Context: an optimization exercise on an open-source flow, tuned for small area and a short achievable clock period. The choices shown serve that exercise and are no tape-out recipe.
Where RTL was checked, it was by simulation tests only, not by an equivalence proof against the original.
Power figures rest on the tool's default switching activity, not on a simulated workload.

before:
==> flow/design.v <==
`default_nettype none
package BackEndPkg;
    localparam int DataMemWords = 64;
    localparam int DataMemAddrBits = $clog2(DataMemWords);
    localparam logic [31:0] LinkOffset = 32'd8;
    typedef enum logic [3:0] {
        AluAdd  = 4'd0,
        AluSub  = 4'd1,
        AluAnd  = 4'd2,
        AluOr   = 4'd3,
        AluXor  = 4'd4,
        AluNor  = 4'd5,
        AluSlt  = 4'd6,
        AluSltu = 4'd7,
        AluSll  = 4'd8,
        AluSrl  = 4'd9,
        AluSra  = 4'd10,
        AluLui  = 4'd11
    } AluOp;
    typedef enum logic [1:0] {
        SelWord = 2'd0,
        SelHalf = 2'd1,
        SelByte = 2'd2
    } ByteSel;
    typedef enum logic [1:0] {
        WbAlu  = 2'd0,
        WbMem  = 2'd1,
        WbLink = 2'd2
    } WbSrc;
    typedef struct packed {
        AluOp        Op;
        logic [31:0] OperandA;
        logic [31:0] OperandB;
        logic [31:0] StoreData;
        logic [31:0] Pc;
        logic [4:0]  RegDest;
        logic        RegWrite;
        logic        MemRead;
        logic        MemWrite;
        logic        SignedLoad;
        ByteSel      Width;
        WbSrc        Source;
    } IssueBundle;
    typedef struct packed {
        logic [31:0] AluResult;
        logic [31:0] StoreData;
        logic [31:0] Pc;
        logic [4:0]  RegDest;
        logic        RegWrite;
        logic        MemRead;
        logic        MemWrite;
        logic        SignedLoad;
        ByteSel      Width;
        WbSrc        Source;
    } ExMemBundle;
    typedef struct packed {
        logic [31:0] AluResult;
        logic [31:0] LoadData;
        logic [31:0] Pc;
        logic [4:0]  RegDest;
        logic        RegWrite;
        WbSrc        Source;
    } MemWbBundle;
    typedef struct packed {
        logic        Enable;
        logic [4:0]  Dest;
        logic [31:0] Data;
    } RegWritePort;
endpackage
`default_nettype wire
`default_nettype none
module BackEnd (
    input  wire logic         Clock,
    input  wire logic         rst,
    input  wire logic [144:0] Issue,
    input  wire logic         IssueValid,
    output wire logic [37:0]  WriteBack
);
    localparam int Words = BackEndPkg::DataMemWords;
    BackEndPkg::IssueBundle iss;
    assign iss = Issue;
    logic [31:0] opA, opB;
    assign opA = iss.OperandA;
    assign opB = iss.OperandB;
    logic        subtract;
    logic [31:0] addB;
    logic [31:0] sum;
    logic        carryIn;
    assign subtract = iss.Op == BackEndPkg::AluSub;
    assign addB     = opB ^ {32{subtract}};
    assign {sum, carryIn} = {opA, 1'b1} + {addB, subtract};
    logic signedCompare;
    logic lessThan;
    assign signedCompare = iss.Op == BackEndPkg::AluSlt;
    assign lessThan = {opA[31] ^ signedCompare, opA[30:0]} < {opB[31] ^ signedCompare, opB[30:0]};
    logic [4:0]  shamt;
    logic [31:0] shl, shr;
    logic [31:0] logicValue;
    assign shamt = opB[4:0];
    assign shl   = opA << shamt;
    assign shr   = 32'($signed({iss.Op[1] & opA[31], opA}) >>> shamt);
    always_comb begin
        case (iss.Op)
            BackEndPkg::AluOr:   logicValue = opA | opB;
            BackEndPkg::AluXor:  logicValue = opA ^ opB;
            BackEndPkg::AluNor:  logicValue = ~(opA | opB);
            BackEndPkg::AluSll:  logicValue = shl;
            BackEndPkg::AluSrl:  logicValue = shr;
            BackEndPkg::AluSra:  logicValue = shr;
            BackEndPkg::AluLui:  logicValue = {opB[15:0], 16'd0};
            default:             logicValue = opA & opB;
        endcase
    end
    logic useSum, useLess;
    assign useSum  = iss.Op == BackEndPkg::AluAdd || iss.Op == BackEndPkg::AluSub;
    assign useLess = iss.Op == BackEndPkg::AluSlt || iss.Op == BackEndPkg::AluSltu;
    logic [7:0] addressSum, addressDiff;
    assign addressSum  = opA[7:0] + opB[7:0];
    assign addressDiff = opA[7:0] - opB[7:0];
    logic [7:0] address;
    always_comb begin
        if (iss.Op == BackEndPkg::AluAdd)
            address = addressSum;
        else if (iss.Op == BackEndPkg::AluSub)
            address = addressDiff;
        else if (useLess)
            address = 8'd0;
        else
            address = logicValue[7:0];
    end
    logic        accept;
    logic        isLoad, isStore, isLink, isWord, isHalf, isByte;
    logic [1:0]  lane;
    logic [31:0] storeLanes;
    logic [31:0] otherValue;
    logic [Words-1:0] wordSel;
    assign accept  = IssueValid & ~rst;
    assign isLoad  = iss.MemRead;
    assign isStore = iss.MemWrite;
    assign isLink  = iss.Source == BackEndPkg::WbLink;
    assign isWord  = iss.Width == BackEndPkg::SelWord;
    assign isHalf  = iss.Width == BackEndPkg::SelHalf;
    assign isByte  = iss.Width == BackEndPkg::SelByte;
    assign lane    = address[1:0];
    always_comb begin
        case (iss.Width)
            BackEndPkg::SelHalf: storeLanes = {2{iss.StoreData[15:0]}};
            BackEndPkg::SelByte: storeLanes = {4{iss.StoreData[7:0]}};
            default:             storeLanes = iss.StoreData;
        endcase
    end
    always_comb begin
        if (isStore)
            otherValue = storeLanes;
        else if (isLink)
            otherValue = iss.Pc + BackEndPkg::LinkOffset;
        else
            otherValue = logicValue;
    end
    always_comb begin
        for (int w = 0; w < Words; w++)
            wordSel[w] = address[7:2] == 6'(w);
    end
    logic       selSum, selOther, selLess;
    logic       selHiLane;
    always_comb begin
        selSum    = ~isLoad & ~isLink & useSum;
        selLess   = ~isLoad & ~isLink & useLess;
        selOther  = ~isLoad & ~selSum & ~selLess;
        selHiLane = isLoad & isWord;
    end
    function automatic logic [15:0] decodeLane(input logic [1:0] ln, input logic load,
                                               input logic byteWide, input logic halfWide,
                                               input logic signedLoad);
        logic [3:0] laneWrite, sel0Lane, signLane;
        logic       sel1Lane1, sel1Lane3, fill1, fillHi;
        if (halfWide)
            laneWrite = ln[1] ? 4'b1100 : 4'b0011;
        else if (byteWide)
            laneWrite = 4'b0001 << ln;
        else
            laneWrite = 4'b1111;
        sel0Lane   = load ? (4'b0001 << ln) : 4'b0000;
        sel1Lane1  = load & ~byteWide & ~ln[1];
        sel1Lane3  = load & ~byteWide & ln[1];
        if (load & signedLoad & byteWide)
            signLane = 4'b0001 << ln;
        else if (load & signedLoad & halfWide)
            signLane = ln[1] ? 4'b1000 : 4'b0010;
        else
            signLane = 4'b0000;
        fill1      = load & byteWide;
        fillHi     = load & (byteWide | halfWide);
        decodeLane = {laneWrite, sel0Lane, sel1Lane1, sel1Lane3, signLane, fill1, fillHi};
    endfunction
    logic [15:0] laneDec, laneDecLess0, laneDecLess1, laneDecAddr;
    assign laneDecLess0 = decodeLane(2'd0, isLoad, isByte, isHalf, iss.SignedLoad);
    assign laneDecLess1 = decodeLane(2'd1, isLoad, isByte, isHalf, iss.SignedLoad);
    assign laneDecAddr  = decodeLane(lane, isLoad, isByte, isHalf, iss.SignedLoad);
    assign laneDec      = !useLess ? laneDecAddr : lessThan ? laneDecLess1 : laneDecLess0;
    logic [31:0]      mSum, mOther;
    logic             mLess;
    logic [Words-1:0] mWordSel;
    logic [3:0]       mLaneWrite;
    logic             mEnable;
    logic [4:0]       mDest;
    logic             mSelSum, mSelOther, mSelLess;
    logic             mSelHiLane;
    logic [3:0]       mSel0Lane;
    logic             mSel1Lane1, mSel1Lane3;
    logic [3:0]       mSignLane;
    logic             mFill1, mFillHi;
    always_ff @(posedge Clock) begin
        mLaneWrite  <= (accept & isStore) ? laneDec[15:12] : 4'b0000;
        mEnable     <= accept & iss.RegWrite & (iss.RegDest != 5'd0);
        mSum        <= sum;
        mOther      <= otherValue;
        mLess       <= lessThan;
        mWordSel    <= wordSel;
        mDest       <= iss.RegDest;
        mSelSum     <= selSum;
        mSelOther   <= selOther;
        mSelLess    <= selLess;
        mSelHiLane  <= selHiLane;
        {mSel0Lane, mSel1Lane1, mSel1Lane3, mSignLane, mFill1, mFillHi} <= laneDec[11:0];
    end
    logic [Words*32-1:0] memBits;
    always_ff @(posedge Clock) begin
        for (int w = 0; w < Words; w++) begin
            for (int l = 0; l < 4; l++) begin
                if (mWordSel[w] & mLaneWrite[l])
                    memBits[w*32 + l*8 +: 8] <= mOther[l*8 +: 8];
            end
        end
    end
    logic [31:0] readWord;
    always_comb begin
        readWord = 32'd0;
        for (int w = 0; w < Words; w++)
            readWord = readWord | ({32{mWordSel[w]}} & memBits[w*32 +: 32]);
    end
    logic [Words-1:0] wordSign;
    logic             sign;
    always_comb begin
        for (int w = 0; w < Words; w++)
            wordSign[w] = |(mSignLane & {memBits[w*32 + 31], memBits[w*32 + 23],
                                         memBits[w*32 + 15], memBits[w*32 + 7]});
    end
    assign sign = |(mWordSel & wordSign);
    logic [7:0]  r0, r1, r2, r3;
    logic [31:0] base;
    assign {r3, r2, r1, r0} = readWord;
    assign base = ({32{mSelSum}} & mSum) | ({32{mSelOther}} & mOther)
                | {31'd0, mSelLess & mLess};
    logic        wEnable;
    logic [4:0]  wDest;
    logic [31:0] wBase, wRead;
    logic [3:0]  wSel0Lane;
    logic        wSel1Lane1, wSel1Lane3, wSelHiLane;
    logic        wFill1, wFill2, wFill3;
    always_ff @(posedge Clock) begin
        wEnable    <= mEnable & ~rst;
        wDest      <= mDest;
        wBase      <= base;
        wRead      <= readWord;
        wSel0Lane  <= mSel0Lane;
        wSel1Lane1 <= mSel1Lane1;
        wSel1Lane3 <= mSel1Lane3;
        wSelHiLane <= mSelHiLane;
        wFill1     <= mFill1 & sign;
        wFill2     <= mFillHi & sign;
        wFill3     <= mFillHi & sign;
    end
    logic [7:0]  q0, q1, q2, q3;
    logic [31:0] wData;
    assign {q3, q2, q1, q0} = wRead;
    always_comb begin
        wData[7:0]   = wBase[7:0]
                     | ({8{wSel0Lane[0]}} & q0) | ({8{wSel0Lane[1]}} & q1)
                     | ({8{wSel0Lane[2]}} & q2) | ({8{wSel0Lane[3]}} & q3);
        wData[15:8]  = wBase[15:8] | ({8{wSel1Lane1}} & q1) | ({8{wSel1Lane3}} & q3) | {8{wFill1}};
        wData[23:16] = wBase[23:16] | ({8{wSelHiLane}} & q2) | {8{wFill2}};
        wData[31:24] = wBase[31:24] | ({8{wSelHiLane}} & q3) | {8{wFill3}};
    end
    BackEndPkg::RegWritePort writeBackPort;
    assign writeBackPort.Enable = wEnable;
    assign writeBackPort.Dest   = wDest;
    assign writeBackPort.Data   = wData;
    assign WriteBack = writeBackPort;
endmodule
`default_nettype wire
clock: 5.0 ns
lec_check: 0
abc_area: 1
cap_margin: 20
core_margin: 2
core_utilization: 40
cts_cluster_diameter: 70
cts_cluster_size: 25
place_density: 0.6
setup_slack_margin: 2.5
slew_margin: 20
synth_memory_max_bits: 16384
standard.sh (not shown) runs the stock make flow with config.mk's settings and CLKGATE_MAP_FILE= SYNTH_SCRIPT=/design/flow/synth_recipe.tcl, a recipe that flattens the netlist after the stock synthesis.
==> flow/flow/run.sh <==
#!/bin/bash
# Own layout flow: the standard synthesis unchanged, then the standard
# ORFS steps with a few resizer and clock-tree settings changed:
#  - the resizer may swap a cell for any cell of the same function, not only
#    one with the same footprint (so port buffers and delay cells can become
#    plain buffers of the right size);
#  - ports are buffered with buf_4 instead of the default choice;
#  - clock-tree sink clusters of up to 25 sinks within 70 um, no dummy loads.
# Each step's full output goes to a log file in this folder.
set -euo pipefail
bash standard.sh synth > synth.log 2>&1
bash standard.sh \
  MATCH_CELL_FOOTPRINT=0 \
  "BUFFER_PORTS_ARGS=-buffer_cell sky130_fd_sc_hd__buf_4" \
  "CTS_ARGS=-sink_clustering_enable -repair_clock_nets -sink_clustering_size 25 -sink_clustering_max_diameter 70 -dont_use_dummy_load" \
  finish > layout.log 2>&1
--- input diff before..after ---
diff --git a/flow/design.v b/flow/design.v
--- a/flow/design.v
+++ b/flow/design.v
@@ -247,41 +247,28 @@
                                          memBits[w*32 + 15], memBits[w*32 + 7]});
     end
     assign sign = |(mWordSel & wordSign);
     logic [7:0]  r0, r1, r2, r3;
-    logic [31:0] base;
+    logic [31:0] base, wbData;
     assign {r3, r2, r1, r0} = readWord;
     assign base = ({32{mSelSum}} & mSum) | ({32{mSelOther}} & mOther)
                 | {31'd0, mSelLess & mLess};
+    always_comb begin
+        wbData[7:0]   = base[7:0]
+                      | ({8{mSel0Lane[0]}} & r0) | ({8{mSel0Lane[1]}} & r1)
+                      | ({8{mSel0Lane[2]}} & r2) | ({8{mSel0Lane[3]}} & r3);
+        wbData[15:8]  = base[15:8]
+                      | ({8{mSel1Lane1}} & r1) | ({8{mSel1Lane3}} & r3) | {8{mFill1 & sign}};
+        wbData[23:16] = base[23:16] | ({8{mSelHiLane}} & r2) | {8{mFillHi & sign}};
+        wbData[31:24] = base[31:24] | ({8{mSelHiLane}} & r3) | {8{mFillHi & sign}};
+    end
     logic        wEnable;
     logic [4:0]  wDest;
-    logic [31:0] wBase, wRead;
-    logic [3:0]  wSel0Lane;
-    logic        wSel1Lane1, wSel1Lane3, wSelHiLane;
-    logic        wFill1, wFill2, wFill3;
+    logic [31:0] wData;
     always_ff @(posedge Clock) begin
-        wEnable    <= mEnable & ~rst;
-        wDest      <= mDest;
-        wBase      <= base;
-        wRead      <= readWord;
-        wSel0Lane  <= mSel0Lane;
-        wSel1Lane1 <= mSel1Lane1;
-        wSel1Lane3 <= mSel1Lane3;
-        wSelHiLane <= mSelHiLane;
-        wFill1     <= mFill1 & sign;
-        wFill2     <= mFillHi & sign;
-        wFill3     <= mFillHi & sign;
-    end
-    logic [7:0]  q0, q1, q2, q3;
-    logic [31:0] wData;
-    assign {q3, q2, q1, q0} = wRead;
-    always_comb begin
-        wData[7:0]   = wBase[7:0]
-                     | ({8{wSel0Lane[0]}} & q0) | ({8{wSel0Lane[1]}} & q1)
-                     | ({8{wSel0Lane[2]}} & q2) | ({8{wSel0Lane[3]}} & q3);
-        wData[15:8]  = wBase[15:8] | ({8{wSel1Lane1}} & q1) | ({8{wSel1Lane3}} & q3) | {8{wFill1}};
-        wData[23:16] = wBase[23:16] | ({8{wSelHiLane}} & q2) | {8{wFill2}};
-        wData[31:24] = wBase[31:24] | ({8{wSelHiLane}} & q3) | {8{wFill3}};
+        wEnable <= mEnable & ~rst;
+        wDest   <= mDest;
+        wData   <= wbData;
     end
     BackEndPkg::RegWritePort writeBackPort;
     assign writeBackPort.Enable = wEnable;
     assign writeBackPort.Dest   = wDest;
Results
The number of antenna violations at the first check in global routing of after is lower than that of before.
On fraction of met1 tracks used by global routing: between before and after, it ends up lower for before.
The floorplan die width on before is in line with that on after.
Going from before to after, the cell area after layout was found to have gone up by about 2.2%.
Compared with before, in after via count increased about 1.9%, amount of wire on met3 after detailed routing up about 16%, total power consumption of the routed design essentially unchanged.
In after the path length in cells of the critical path turned out 6 higher than in before.
Diff before -> after: synthesized cell count shows a reduction of 68, count of clock-buffer cells in the layout increased by 3 relative to the old numbers.
Lower final cell count was reported by before, not after.
Looking at cell leakage power, after sits 1.9 nW above before.
The RTL of before was laid out without a check of its function.

port drivers added, routing unchanged:
The results above use ideal ports. As a check the final layouts listed here were re-extracted and re-timed, cells and wires unchanged. Step 1 sets driving cells, clkbuf_16 on the clock port and buf_2 on the other inputs (assumed; they add their load-dependent delay and slew). Step 2 times the ports against the registers' clock, not the clock port: input delays grow and output delays shrink by t, the midpoint of the rising clock arrivals with the driver on. a / b / c = ideal ports / drivers / drivers and shift; a / b = the first two.
| run | t (ns) | setup slack, ns | slew at the worst register clock pin (ns) | worst data-port slew with drivers (ns) | cell pins on the clock port's net |
|---|---|---|---|---|---|
| before | 0.859 | 2.060 / 1.964 / 1.366 | 0.10 / 0.10 | 0.30 | 1 |
| after | 0.897 | 2.200 / 2.200 / 1.423 | 0.10 / 0.10 | 0.23 | 1 |
After both steps setup and hold are still met in every run listed. For after, which loses most, drivers alone change the setup slack by 0.000 ns; drivers and shift together by -0.777 ns.
